This is an optimization exercise on Yosys and OpenROAD, whose aim is small area, not a production implementation. In this exercise RTL edits were held to simulation tests only and were not proved equivalent to the original. Power is estimated from default activity; no workload was simulated.

### design/flow/config.mk
export PLATFORM = sky130hd
export DESIGN_NAME = mips_reg_file
export DESIGN_NICKNAME = mips_reg_file
export VERILOG_FILES = /design/flow/design.v
export SDC_FILE = /design/flow/constraint.sdc
export NUM_CORES = 4
export LEC_CHECK = 0
export CAP_MARGIN = 20
export CORE_MARGIN = 2
export CORE_UTILIZATION = 40
export SLEW_MARGIN = 20
### design/flow/constraint.sdc
create_clock -name core_clock -period 7.5 [get_ports {clk}]
set_input_delay 1.5000 -clock core_clock [delete_from_list [all_inputs] [get_ports {clk}]]
set_output_delay 1.5000 -clock core_clock [all_outputs]
set_load 0.01 [all_outputs]
### design/flow/design.v
module mips_reg_file #(
  parameter int DATA_W = 32,
  parameter int ADDR_W = 5
) (
  input  logic              clk,
  input  logic              RegWrite,
  input  logic [ADDR_W-1:0] RSaddr,
  input  logic [ADDR_W-1:0] RTaddr,
  input  logic [ADDR_W-1:0] RDaddr,
  input  logic [DATA_W-1:0] RDdata,
  output logic [DATA_W-1:0] RTdata,
  output logic [DATA_W-1:0] srcl,
  input  logic              rst
);
  localparam int DEPTH = 1 << ADDR_W;
  logic [DATA_W-1:0] regs_q [DEPTH];
  logic [DATA_W-1:0] regs_d [DEPTH];
  logic [DEPTH-1:0]  wr_en;
  genvar gi;
  generate
    for (gi = 0; gi < DEPTH; gi++) begin : g_wr_dec
      if (gi == 0) begin : g_zero
        assign wr_en[gi] = 1'b0;
      end else begin : g_reg
        assign wr_en[gi] = RegWrite && (RDaddr == ADDR_W'(gi));
      end
    end
  endgenerate
  always_comb begin
    for (int i = 0; i < DEPTH; i++) begin
      regs_d[i] = wr_en[i] ? RDdata : regs_q[i];
    end
  end
  always_ff @(posedge clk or posedge rst) begin
    if (rst) begin
      for (int i = 0; i < DEPTH; i++) begin
        regs_q[i] <= '0;
      end
    end else begin
      for (int i = 0; i < DEPTH; i++) begin
        regs_q[i] <= regs_d[i];
      end
    end
  end
  always_comb begin
    srcl   = (RSaddr == '0) ? '0 : regs_q[RSaddr];
    RTdata = (RTaddr == '0) ? '0 : regs_q[RTaddr];
  end
endmodule
### design/flow/run.sh
#!/bin/bash
# synth_recipe.tcl (not shown) runs the flow's synth.tcl, then flattens the netlist and writes it again
# the make line also repeats each setting of config.mk as NAME=value (left out here)
make -C /OpenROAD-flow-scripts/flow DESIGN_CONFIG=/design/flow/config.mk WORK_HOME=/design/flow/orfs CLKGATE_MAP_FILE= SYNTH_SCRIPT=/design/flow/synth_recipe.tcl finish
==> results of run 1 <==
## layout by cell type (no fill, tap or decap), types with 15 or more instances in the layout
| cell type | n |
|---|---|
| buf_12 | 26 |
| a22oi_1 | 804 |
| a31oi_1 | 17 |
| nor4_1 | 20 |
| dfrtp_1 | 992 |
| nor3_1 | 68 |
| clkbuf_16 | 110 |
| clkdlybuf4s50_1 | 101 |
| bufinv_16 | 15 |
| clkbuf_8 | 25 |
| nand2_1 | 215 |
| nor2_4 | 69 |
| clkinv_2 | 24 |
| buf_4 | 223 |
| nor2_1 | 53 |
| nand4_1 | 88 |
| a222oi_1 | 38 |
| a21oi_1 | 175 |
| mux2_2 | 981 |
| nand3_1 | 62 |
## cell usage after synthesis, types with 9 or more instances
cell type  number  area share (%)
mux2_2        981              22
dfrtp_1       992              50
a21oi_1       175             1.8
nand3b_1        9            0.14
clkbuf_1      181             1.4
nor3_1         71            0.72
nand3_1        66            0.67
buf_4          10            0.15
nand2_1       226             1.7
a221oi_1       14            0.25
a31oi_1        17            0.22
inv_1          12           0.091
mux2i_1         9            0.18
nor4_1         20            0.25
a222oi_1       38            0.77
nand2b_1       14            0.18
nand4_1        88             1.1
buf_1          43            0.33
nor2_1        118            0.90
mux2_1         11            0.25
a211oi_1        9            0.14
nor2b_1         9            0.11
o21ai_0        13            0.13
or3_1          10            0.13
a22oi_1       804              12
buf_2         190             1.9
## worst max-delay path, cell delays in order
cell             delay [ns]
clkdlybuf4s50_1        0.86
or3_1                  0.72
nor2_4                 0.72
buf_12                 0.36
a22oi_1                0.11
nand2_1                0.12
nor4_1                 0.06
a21oi_1                0.60
clkdlybuf4s50_1        0.68
## power groups by stage
stage,combinational [mW],sequential [mW],clock [mW]
2_1_floorplan,1.46,7.08,0
3_3_place_gp,2.08,7.50,0
3_5_place_dp,2.14,7.51,0
4_1_cts,2.15,7.42,5.82
5_1_grt,2.32,7.56,6.04
6_report,2.20,7.53,5.83
## cell families (layout without fill, tap and decap cells)
group           after synthesis  in the layout  share of synthesized area (%)
other cells                   0              8                              0
simple gates                675            675                           6.63
buf+inv                     436            571                           3.87
flops                       992            992                           50.2
compound gates             1123           1123                           16.4
mux                        1002           1002                           22.8
## final timing paths
kind | from | to | slack [ns] | cells after the start
setup / recovery | RTaddr[1] | RTdata[19] | 0.24 | 9
hold / removal | regs_q[24][28] | regs_q[24][28] | 0.53 | 1
setup reg to reg | regs_q[5][15] | regs_q[5][15] | 6.60 | 1
hold reg to reg | regs_q[24][28] | regs_q[24][28] | 0.53 | 1
max in group asynchronous | rst | regs_q[6][18] | 4.47 | 4
min in group asynchronous | rst | regs_q[4][31] | 1.26 | 2
## through the flow
step / area [um^2] / worst slack, ns / instances
after CTS: 57400 / 0.622 / 5987
final: 57400 / 0.238 / 5996
after global routing: 57300 / 0.429 / 5991
after floorplan: 49400 / -7.67 / 4228
after detailed placement: 53500 / 0.636 / 5790
after global placement: 53400 / 0.635 / 5788
## layer usage
metal	vias to the layer above	part of all wire, %
li1	16200	-
met1	22200	36
met2	4788	39
met3	1477	17
met4	20	8.3
met5	-	0.085
## layout make-up
class / instances / area [um^2]
diodes: 8 / 20.0
multi-input cells: 2800 / 23300
inverters: 12 / 48.8
repair buffers: 362 / 3310
flip-flops and latches: 992 / 24800
clock inverters: 53 / 718
fillers: 11000 / 64800
clock buffers: 144 / 3130
well taps: 1625 / 2030
==> flow_summary_export.csv, run 1 <==
group,metric,value,unit
timing,rsz0062_at_grt,"false",
global_routing,met3_usage,17.2,%
floorplanning,dieArea,0.126,mm^2
route,wl,249000,um
synth,synth_edf_count,0,
setup_path,required,6.00,ns
global_routing,grt_max_degree,169,
pwr,p_leak,24.8,nW
floorplanning,die_h,355,um
pwr,p_per_area,271,mW/mm^2
timing,finalHoldViolCount,0,
placed_design,place.gp.congestion,1.02,
timing,setup_viol,0,
clocking,cts_sinks,992,
final_layout,nets,4324,
pwr,total_power,15.6,mW
clocking,cts_resized,0,
timing,holdWs,0.526,ns
placed_design,io_buffer_count,113,
pwr,seqPwrFrac,48.4,%
route,drt-wirelength-per-cell,41.5,um
worst_hold_path,min_path_type,"flip-flop to flip-flop",
synth,synthArstFlopShare,100,%
global_routing,grt_pass1_vias,42300,
floorplanning,io_pins,114,
final_layout,largest_reg_flops,992,
route,via_per_inst,7.46,
global_routing,met2_usage,52.2,%
synth,ys_warn_count,3,
final_layout,max_flop_register,"regs_q",
global_routing,grt-ovfl-total,0,
timing,max_freq,0.138,GHz
clocking,clkTransAtPathRegs,0.07,ns
synth,synthCells,4228,
outcome,outcome,"complete, no violations",
timing,fin_crit,7.26,ns
route,vias,44700,
route,drc,0,
global_routing,grt_first_pass_wirelength,340000,um
placed_design,place.detailed.hpwl,153000,um
global_routing,grt_busiest_layer,"met2",
final_layout,layout-drive-gt1-share,35.1,%
pwr,switching_power,4.59,mW
synth,avgSynthCellArea,11.7,um^2
pwr,swShare,29.5,%
synth,ys_ff_latch,992,
clocking,cts_tree,"yes",
route,first_iter_violations,10000,
synth,ys_seq_area_share,50.2,%
synth,syn_area,0.0494,mm^2
setup_path,critPathKind,"input port to output pin",
pwr,power_frac_clock,37.5,%
floorplanning,rows,128,
clocking,hold_buffers,0,
global_routing,track_usage,38.3,%
timing,max-slew-margin-rel,18.4,%
job,cap_violations,0,
pwr,cell_internal_pwr,11.0,mW
clocking,cts-buffers-inserted,106,
timing,min_period_over_period,96.8,%
final_layout,post-route-util,46.9,%
setup_path,worstPathMaxFanout,18,
setup_path,worstSetupEndpointType,"output pin",
final_layout,areaGrowthSynthToFinish,16.1,%
synth,synth_cell_types,65,
clocking,post_cts_buffers,0,
floorplanning,die_width,355,um
floorplanning,core,0.122,mm^2
synth,syn_nets,4278,
timing,clock-skew-final,0,ns
final_layout,reg.largest.list,"regs_q x992",
clocking,clk_latency,0.71,ns
route,ant_nets,0,
global_routing,antenna_found_initial,14,
timing,setup_tns,0,ns
setup_path,cp-start-kind,"input port",
clocking,cts_htree_levels,3,
pwr,p_comb_share,14.2,%
clocking,cts_root_buf,"clkbuf_16",
route,firstDrtPassIters,10,
timing,final_max_slew_viol_count,0,
synth,synth_flop_cell,"dfrtp_1",
setup_path,cp.arrival,5.76,ns
pwr,vdd_drop_max,0.000190,V
timing,worst_pin_slew,1.22,ns
global_routing,grt_util_met1,48.8,%
clocking,cts.path.max_buffers,3,
floorplanning,start_util,40.4,%
==> run 2: changes to the inputs <==
==> design/flow/design.v (replaced) <==
module rf_hold #(
  parameter int W = 32
) (
  input  logic         we,
  input  logic         we_n,
  input  logic [W-1:0] d,
  input  logic [W-1:0] q,
  output logic [W-1:0] nx
);
  assign nx = ({W{we}} & d) | ({W{we_n}} & q);
endmodule
module rf_aoi3 #(
  parameter int W = 32
) (
  input  logic [2:0]   sel,
  input  logic [W-1:0] r0,
  input  logic [W-1:0] r1,
  input  logic [W-1:0] r2,
  output logic [W-1:0] y_n
);
  assign y_n = ~(({W{sel[0]}} & r0) | ({W{sel[1]}} & r1) | ({W{sel[2]}} & r2));
endmodule
module rf_aoi1 #(
  parameter int W = 32
) (
  input  logic         sel,
  input  logic [W-1:0] r0,
  output logic [W-1:0] y_n
);
  assign y_n = ~({W{sel}} & r0);
endmodule
module rf_comb #(
  parameter int W = 32
) (
  input  logic [11*W-1:0] p_n,
  output logic [W-1:0]    y
);
  always_comb begin
    for (int b = 0; b < W; b++) begin
      y[b] = ~(p_n[0*W+b] & p_n[1*W+b] & p_n[2*W+b] & p_n[3*W+b])
           | ~(p_n[4*W+b] & p_n[5*W+b] & p_n[6*W+b] & p_n[7*W+b])
           | ~(p_n[8*W+b] & p_n[9*W+b] & p_n[10*W+b]);
    end
  end
endmodule
module rf_rdport #(
  parameter int W = 32
) (
  input  logic [30:0]   sel,
  input  logic [31*W-1:0] rows,
  output logic [W-1:0]  y
);
  logic [11*W-1:0] p_n;
  genvar g;
  generate
    for (g = 0; g < 10; g++) begin : g_grp
      rf_aoi3 #(.W(W)) u_aoi (
        .sel(sel[3*g +: 3]),
        .r0(rows[(3*g)*W +: W]), .r1(rows[(3*g+1)*W +: W]), .r2(rows[(3*g+2)*W +: W]),
        .y_n(p_n[g*W +: W])
      );
    end
  endgenerate
  rf_aoi1 #(.W(W)) u_last (.sel(sel[30]), .r0(rows[30*W +: W]), .y_n(p_n[10*W +: W]));
  rf_comb #(.W(W)) u_comb (.p_n(p_n), .y(y));
endmodule
module mips_reg_file #(
  parameter int DATA_W = 32,
  parameter int ADDR_W = 5
) (
  input  logic              clk,
  input  logic              RegWrite,
  input  logic [ADDR_W-1:0] RSaddr,
  input  logic [ADDR_W-1:0] RTaddr,
  input  logic [ADDR_W-1:0] RDaddr,
  input  logic [DATA_W-1:0] RDdata,
  output logic [DATA_W-1:0] RTdata,
  output logic [DATA_W-1:0] srcl,
  input  logic              rst
);
  localparam int DEPTH = 1 << ADDR_W;
  localparam int NR    = DEPTH - 1;   
  logic [NR-1:0]        valid_q;
  logic [NR-1:0]        wr_en;
  logic [NR-1:0]        s_sel;
  logic [NR-1:0]        t_sel;
  logic [NR*DATA_W-1:0] rows;
  genvar gi;
  generate
    for (gi = 1; gi < DEPTH; gi++) begin : g_row
      logic [DATA_W-1:0] q;
      logic [DATA_W-1:0] nx;
      assign wr_en[gi-1] = RegWrite && (RDaddr == ADDR_W'(gi));
      rf_hold #(.W(DATA_W)) u_hold (
        .we(wr_en[gi-1]), .we_n(~wr_en[gi-1]), .d(RDdata), .q(q), .nx(nx)
      );
      always_ff @(posedge clk) begin
        q <= nx;
      end
      assign rows[(gi-1)*DATA_W +: DATA_W] = q;
      assign s_sel[gi-1] = valid_q[gi-1] && (RSaddr == ADDR_W'(gi));
      assign t_sel[gi-1] = valid_q[gi-1] && (RTaddr == ADDR_W'(gi));
    end
  endgenerate
  always_ff @(posedge clk or posedge rst) begin
    if (rst) begin
      valid_q <= '0;
    end else begin
      valid_q <= valid_q | wr_en;
    end
  end
  rf_rdport #(.W(DATA_W)) u_rd_s (.sel(s_sel), .rows(rows), .y(srcl));
  rf_rdport #(.W(DATA_W)) u_rd_t (.sel(t_sel), .rows(rows), .y(RTdata));
endmodule
--- a/design/flow/config.mk
+++ b/design/flow/config.mk
@@ -11 +11,2 @@
 export SLEW_MARGIN = 20
+export SYNTH_HIERARCHICAL = 1
==> flow_summary_export.csv, run 2 <==
group,metric,value,unit
timing,fin_crit,6.90,ns
timing,max_freq,0.145,GHz
timing,finalHoldViolCount,0,
worst_hold_path,worstHoldStart,"valid_q[26]",
setup_path,rrSetupSlack,6.82,ns
synth,synth.mux.area_fraction,0,%
placed_design,place_area,0.0436,mm^2
synth,synth_top_area_share,46.4,%
timing,setup_tns,0,ns
timing,final_max_slew_viol_count,0,
setup_path,cp.arrival,5.40,ns
global_routing,grt_pass1_vias,37100,
final_layout,fillers,9681,
setup_path,slowest_stage,"and3_1",
synth,synthAdderAreaFrac,0,%
setup_path,cp-start-kind,"input port",
setup_path,rr_startpoint,"valid_q[19]",
global_routing,antenna_found_initial,8,
synth,synth_cell_types,35,
worst_hold_path,min_path_type,"flip-flop to flip-flop",
synth,synth-simple-area-share,6.56,%
synth,synthCells,3582,
setup_path,cpMostUsedCell,"clkdlybuf4s50_1",
route,via_per_inst,7.76,
route,wl,195000,um
final_layout,layout-drive-gt1-share,14.2,%
route,drt-wirelength-per-cell,38.4,um
synth,synth_flop_cell,"dfxtp_1",
worst_hold_path,min_to,"valid_q[26]",
synth,ys_ff_latch,1023,
floorplanning,die_width,331,um
clocking,cts_sinks,1023,
clocking,cts.path.max_buffers,3,
synth,synthArstFlopShare,3.03,%
pwr,vdd_drop_max,0.000228,V
clocking,cts_root_buf,"clkbuf_16",
synth,syn_area,0.0428,mm^2
final_layout,largest_reg_flops,992,
floorplanning,die_h,331,um
timing,rsz0062_at_grt,"false",
synth,synth_top_family_by_area,"compound AO/OA/AOI/OAI gates",
synth,ys_warn_count,8,
synth,synthTopCellsByArea,"dfxtp_1 (46%), a22o_1 (19%), a222oi_1 (15%)",
final_layout,layout_commonest_cell,"dfxtp_1",
synth,yosysTopAreaCell,"dfxtp_1",
final_layout,stdcell_count,5071,
pwr,p_per_area,314,mW/mm^2
global_routing,grt_max_degree,33,
final_layout,reg.largest.list,"g_row.q x992, valid_q x31",
synth,synth_edf_count,0,
job,cap_violations,0,
outcome,outcome,"complete, no violations",
global_routing,grt_first_pass_wirelength,272000,um
synth,yosysMostFrequentCell,"dfxtp_1",
placed_design,place.detailed.hpwl,115000,um
global_routing,grt-ovfl-total,0,
setup_path,cpPeakStageDelay,1.12,ns
floorplanning,start_util,40.5,%
clocking,clkTransAtPathRegs,0.06,ns
floorplanning,io_pins,114,
route,first_iter_violations,9695,
timing,min_period_over_period,92.1,%
final_layout,nets,3632,
placed_design,place_inst,4860,
final_layout,max_flop_register,"g_row.q",
synth,synth_xor_area_share,0,%
final_layout,mostFrequentLayoutCells,"dfxtp_1 (992), a22o_1 (930), a222oi_1 (640)",
route,drc,0,
placed_design,io_buffer_count,113,
clocking,hold_buffers,0,
timing,worst_pin_slew,1.30,ns
final_layout,final_cell_area,0.0475,mm^2
synth,ys_top_cells_by_count,"dfxtp_1 (992), a22o_1 (930), a222oi_1 (640)",
setup_path,rr_endpoint,"valid_q[19]",
setup_path,required,6.00,ns
synth,synth_compound_area_share,36.0,%
timing,clock-skew-final,0,ns
worst_hold_path,min_path_cells,1,
synth,avgSynthCellArea,11.9,um^2
floorplanning,dieArea,0.110,mm^2
setup_path,reg2regPathDepth,1,
setup_path,critPathKind,"input port to output pin",
setup_path,worst-path-buf-inv,2,
route,ant_nets,0,
setup_path,worstSetupEndpointType,"output pin",
clocking,cts_htree_levels,3,
clocking,cts_tree,"yes",
pwr,p_leak,19.2,nW
setup_path,critPathTopFamily,"simple AND/OR/NAND/NOR gates",
final_layout,areaGrowthSynthToFinish,10.9,%
floorplanning,rows,119,
timing,setup_viol,0,
clocking,cts-buffers-inserted,107,
route,vias,39400,
synth,ys_seq_area_share,48.2,%
clocking,post_cts_buffers,0,
floorplanning,core,0.106,mm^2
clocking,clk_latency,0.72,ns
timing,max-slew-margin-rel,13.2,%
placed_design,place.gp.congestion,0.976,
clocking,cts_resized,0,
setup_path,crit_path_cell_trace,"clkdlybuf4s50_1 -> nor3b_1 -> and3_1 -> a222oi_1 -> nand4_1 -> or3_1 -> clkdlybuf4s50_1",
setup_path,worstPathMaxFanout,16,
route,firstDrtPassIters,13,
synth,syn_nets,3632,
global_routing,track_usage,34.0,%
[run 2: layout make-up]
type / count / area, um^2 / area share, %
sequential: 1023 / 20600 / 43.5
clock inverter: 54 / 769 / 1.62
timing repair buffer: 287 / 2700 / 5.69
tap: 1391 / 1740 / 3.67
inverter: 1 / 3.75 / 0.00791
multi-input combinational: 2162 / 18600 / 39.2
clock buffer: 146 / 3020 / 6.35
antenna: 7 / 17.5 / 0.0369
[run 2: metrics by stage]
step | setup WS [ns] | power, mW | hold WS (ns) | utilization [%]
finish | 0.595 | 14.9 | 0.475 | 44.9
global route | 0.532 | 15.3 | 0.487 | 44.9
CTS | 0.890 | 14.8 | 0.470 | 44.8
detailed placement | 0.895 | 9.12 | 0.449 | 41.2
global placement | 0.869 | 9.07 | 0.452 | 41.1
floorplan | 2.93 | 8.34 | 0.433 | -
[run 2: where the power goes]
part	switching [mW]	internal (mW)	total (mW)
Sequential	0.863	6.53	7.40
Clock	2.39	3.38	5.77
Combinational	0.789	0.944	1.73
[run 2: worst max path at each step]
stage                     startpoint         end  depth (start not counted)
after floorplan            RSaddr[1]    srcl[10]                          7
after global placement     RTaddr[3]  RTdata[31]                          8
after detailed placement   RTaddr[4]  RTdata[31]                          8
after CTS                  RTaddr[1]  RTdata[23]                          8
after global routing       RTaddr[4]  RTdata[31]                          8
final                      RSaddr[1]    srcl[31]                          7
[run 2: cells by family after synthesis]
family	Yosys count
buf+inv	397
simple gates	499
compound gates	1663
flops	1023
[run 2: metal layers]
layer / global-route usage [%] / vias up / wire [um]
met3: 12.8 / 887 / 31000
met1: 43.9 / 19000 / 71200
li1: - / 15600 / -
met5: 0.217 / - / 40
met4: 24.1 / 6 / 16000
met2: 46.3 / 3786 / 76700
==> run 3: changes to the inputs <==
--- a/design/flow/design.v
+++ b/design/flow/design.v
@@ -87,3 +87,3 @@
   logic [NR*DATA_W-1:0] rows;
-  genvar gi;
+  genvar gi, gb;
   generate
@@ -93,5 +93,8 @@
       assign wr_en[gi-1] = RegWrite && (RDaddr == ADDR_W'(gi));
-      rf_hold #(.W(DATA_W)) u_hold (
-        .we(wr_en[gi-1]), .we_n(~wr_en[gi-1]), .d(RDdata), .q(q), .nx(nx)
-      );
+      for (gb = 0; gb < DATA_W; gb = gb + 8) begin : g_byte
+        rf_hold #(.W(8)) u_hold (
+          .we(wr_en[gi-1]), .we_n(~wr_en[gi-1]), .d(RDdata[gb +: 8]), .q(q[gb +: 8]),
+          .nx(nx[gb +: 8])
+        );
+      end
       always_ff @(posedge clk) begin
==> design/flow/flow/run.sh (new file) <==
#!/bin/bash
# Standard ORFS layout with two changes to how the layout is built:
#  - clock tree synthesis without dummy loads, with clkbuf_16 sink clusters of up to 30 registers;
#  - the port buffers that global placement inserts use buf_1 cells.
# Everything else (synthesis, floorplan, power grid, taps, placement, routing) is the standard
# flow, run through standard.sh.
set -euo pipefail
export CTS_ARGS="-sink_clustering_enable -repair_clock_nets -dont_use_dummy_load -buf_list sky130_fd_sc_hd__clkbuf_16 -sink_clustering_size 30 -sink_clustering_max_diameter 80"
export BUFFER_PORTS_ARGS="-buffer_cell sky130_fd_sc_hd__buf_1"
bash standard.sh > standard_flow.log 2>&1
==> design/flow/standard.sh (new file) <==
#!/bin/bash
# synth_recipe.tcl (not shown) runs the flow's synth.tcl, then flattens the netlist and writes it again
# the make line also repeats each setting of config.mk as NAME=value (left out here)
make -C /OpenROAD-flow-scripts/flow DESIGN_CONFIG=/design/flow/config.mk WORK_HOME=/design/flow/orfs CLKGATE_MAP_FILE= SYNTH_SCRIPT=/design/flow/synth_recipe.tcl "${@:-finish}"
--- a/design/flow/config.mk
+++ b/design/flow/config.mk
@@ -9,3 +9,3 @@
 export CORE_MARGIN = 2
-export CORE_UTILIZATION = 40
+export CORE_UTILIZATION = 45
 export SLEW_MARGIN = 20
removed: design/flow/run.sh
==> flow_summary_export.csv, run 3 <==
group,metric,value,unit
synth,synth_compound_area_share,36.0,%
final_layout,final_cell_area,0.0431,mm^2
setup_path,critPathKind,"input port to output pin",
clocking,post_cts_buffers,0,
final_layout,max_flop_register,"g_row.q",
setup_path,rrSetupSlack,6.80,ns
floorplanning,rows,112,
route,drc,0,
synth,avgSynthCellArea,11.7,um^2
pwr,total_power,11.8,mW
synth,synth-simple-area-share,6.58,%
outcome,outcome,"complete, no violations",
final_layout,mostFrequentLayoutCells,"a22o_1 (992), dfxtp_1 (992), a222oi_1 (640)",
placed_design,io_buffer_count,113,
pwr,switching_power,3.40,mW
timing,max_freq,0.158,GHz
pwr,cell_internal_pwr,8.43,mW
floorplanning,io_pins,114,
final_layout,largest_reg_flops,992,
clocking,hold_buffers,0,
route,ant_nets,0,
clocking,cts_sinks,1023,
route,vias,37400,
timing,rsz0062_at_grt,"false",
synth,synthCells,3644,
clocking,cts_htree_levels,2,
synth,synth_cell_types,34,
final_layout,layout-drive-gt1-share,7.19,%
setup_path,required,6.00,ns
synth,yosysTopAreaCell,"dfxtp_1",
clocking,cts_root_buf,"clkbuf_16",
clocking,cts_tree,"yes",
floorplanning,die_width,312,um
synth,synth.mux.area_fraction,0,%
synth,ys_seq_area_share,48.4,%
synth,synth_top_area_share,46.6,%
setup_path,rr_startpoint,"valid_q[1]",
route,first_iter_violations,8833,
setup_path,worstPathMaxFanout,32,
synth,synthAdderAreaFrac,0,%
placed_design,place.gp.congestion,0.976,
setup_path,rr_endpoint,"valid_q[1]",
route,wl,178000,um
setup_path,cp-start-kind,"input port",
clocking,clk_latency,0.66,ns
route,via_per_inst,7.95,
worst_hold_path,min_path_type,"flip-flop to flip-flop",
clocking,cts-buffers-inserted,45,
job,cap_violations,0,
timing,max-slew-margin-rel,15.1,%
timing,worst_pin_slew,1.27,ns
final_layout,fillers,8717,
worst_hold_path,worstHoldStart,"valid_q[23]",
setup_path,cp.arrival,4.83,ns
pwr,power_frac_clock,24.1,%
placed_design,place_inst,4641,
synth,synth_flop_cell,"dfxtp_1",
global_routing,grt_max_degree,33,
global_routing,antenna_found_initial,15,
synth,ys_top_cells_by_count,"a22o_1 (992), dfxtp_1 (992), a222oi_1 (640)",
timing,setup_viol,0,
pwr,p_per_area,274,mW/mm^2
setup_path,worstSetupEndpointType,"output pin",
pwr,vdd_drop_max,0.000170,V
route,drt-wirelength-per-cell,37.9,um
clocking,cts.path.max_buffers,3,
synth,synthTopCellsByArea,"dfxtp_1 (47%), a22o_1 (20%), a222oi_1 (15%)",
floorplanning,dieArea,0.0972,mm^2
timing,setup_tns,0,ns
synth,ys_warn_count,8,
timing,clock-skew-final,0,ns
global_routing,grt_first_pass_wirelength,252000,um
final_layout,areaGrowthSynthToFinish,1.17,%
global_routing,grt-ovfl-total,0,
final_layout,nets,3489,
timing,final_max_slew_viol_count,0,
placed_design,place.detailed.hpwl,101000,um
synth,syn_area,0.0426,mm^2
worst_hold_path,min_to,"valid_q[23]",
pwr,seqPwrFrac,62.4,%
route,firstDrtPassIters,14,
worst_hold_path,min_path_cells,1,
setup_path,reg2regPathDepth,1,
synth,syn_nets,3694,
synth,synth_xor_area_share,0,%
placed_design,place_area,0.0418,mm^2
floorplanning,core,0.0936,mm^2
timing,fin_crit,6.33,ns
floorplanning,die_h,312,um
final_layout,stdcell_count,4700,
clocking,clkTransAtPathRegs,0.09,ns
global_routing,track_usage,34.7,%
synth,synthArstFlopShare,3.03,%
pwr,p_leak,17.2,nW
floorplanning,start_util,45.5,%
timing,finalHoldViolCount,0,
pwr,p_comb_share,13.5,%
synth,synth_edf_count,0,
pwr,swShare,28.7,%
synth,ys_ff_latch,1023,
synth,synth_top_family_by_area,"compound AO/OA/AOI/OAI gates",
timing,min_period_over_period,84.4,%
final_layout,reg.largest.list,"g_row.q x992, valid_q x31",
global_routing,grt_pass1_vias,34600,
clocking,cts_resized,0,
[run 3: cell types whose count changed after synthesis, sizes merged]
cell  previous run  this run
buf            386       448
[run 3: metrics by stage]
| step | utilization (%) | setup slack, ns | hold WS (ns) |
|---|---|---|---|
| 6_report | 46.1 | 1.17 | 0.479 |
| 5_1_grt | 46.1 | 1.16 | 0.494 |
| 2_1_floorplan | - | 2.93 | 0.433 |
| 3_5_place_dp | 44.7 | 1.47 | 0.454 |
| 3_3_place_gp | 44.6 | 1.50 | 0.445 |
| 4_1_cts | 45.9 | 1.47 | 0.473 |
[run 3: cell families after synthesis]
group / count (synthesis)
AOI/OAI and AO/OA: 1663
DFF: 1023
and+or+nand+nor: 499
buffers and inverters: 459
[run 3: worst max-delay path by stage]
stage               from       end  cells past startpoint
2_1_floorplan  RSaddr[1]  srcl[10]                      7
3_3_place_gp   RSaddr[1]   srcl[0]                      7
3_5_place_dp   RSaddr[1]   srcl[0]                      7
4_1_cts        RSaddr[1]   srcl[0]                      7
5_1_grt        RSaddr[1]   srcl[8]                      7
6_report       RSaddr[1]  srcl[13]                      7
[run 3: worst max-delay path, cell delays in order]
cell and delay (ns):
buf_1 0.41, nor3b_1 0.68, and3_2 1.07, a222oi_1 0.24, nand4_1 0.33, or3_1 0.37
buf_1 0.19
[run 3: layout make-up]
type,instances,area (um^2),share of cell area (%)
Antenna cell,9,22.5,0.0522
Clock buffer,45,1130,2.61
Inverter,1,3.75,0.00870
Multi-Input combinational cell,2162,18500,42.9
Sequential cell,1023,20600,47.8
Tap cell,1254,1570,3.64
Timing Repair Buffer,206,1280,2.96
[run 3: per-layer routing]
metal  vias up  global-route usage [%]  wire [um]
met5         -                       0        125
met1     18200                    46.5      66900
li1      15200                       -          -
met4        20                    20.9      11800
met2      3326                    49.0      72700
met3       619                    10.3      26900
[run 3: power groups by stage]
stage | Sequential [mW] | Clock, mW | Combinational (mW)
after floorplan | 7.23 | 0 | 1.10
after global placement | 7.45 | 0 | 1.50
after detailed placement | 7.44 | 0 | 1.55
after CTS | 7.34 | 2.86 | 1.55
after global routing | 7.51 | 3.03 | 1.69
final | 7.39 | 2.85 | 1.59

what the ideal ports hide:
The results above use ideal ports. As a check the final layouts listed here were re-extracted and re-timed, cells and wires unchanged.
Step 1 assumes that a clkbuf_16 drives the clock port and a buf_2 every other input.
Step 2 times the ports against the registers' clock, not the clock port: input delays grow and output delays shrink by t, the midpoint of the rising clock arrivals with the driver on.
Three values: no drivers, after step 1, after step 2; two values: the first two.
run | t (ns) | setup WS [ns] | hold slack, ns | pins driven straight from the clock port
run 1 | 0.802 | 0.238 / 0.178 / 0.178 | 0.526 / 0.526 / 0.526 | 1
run 2 | 0.792 | 0.595 / 0.572 / 0.572 | 0.475 / 0.475 / 0.475 | 1
run 3 | 0.718 | 1.170 / 1.008 / 1.008 | 0.479 / 0.479 / 0.479 | 1
After both steps every run listed still meets setup and hold. The setup slack of run 3, which loses most, moves by -0.162 ns with the drivers and by -0.162 ns with both steps.
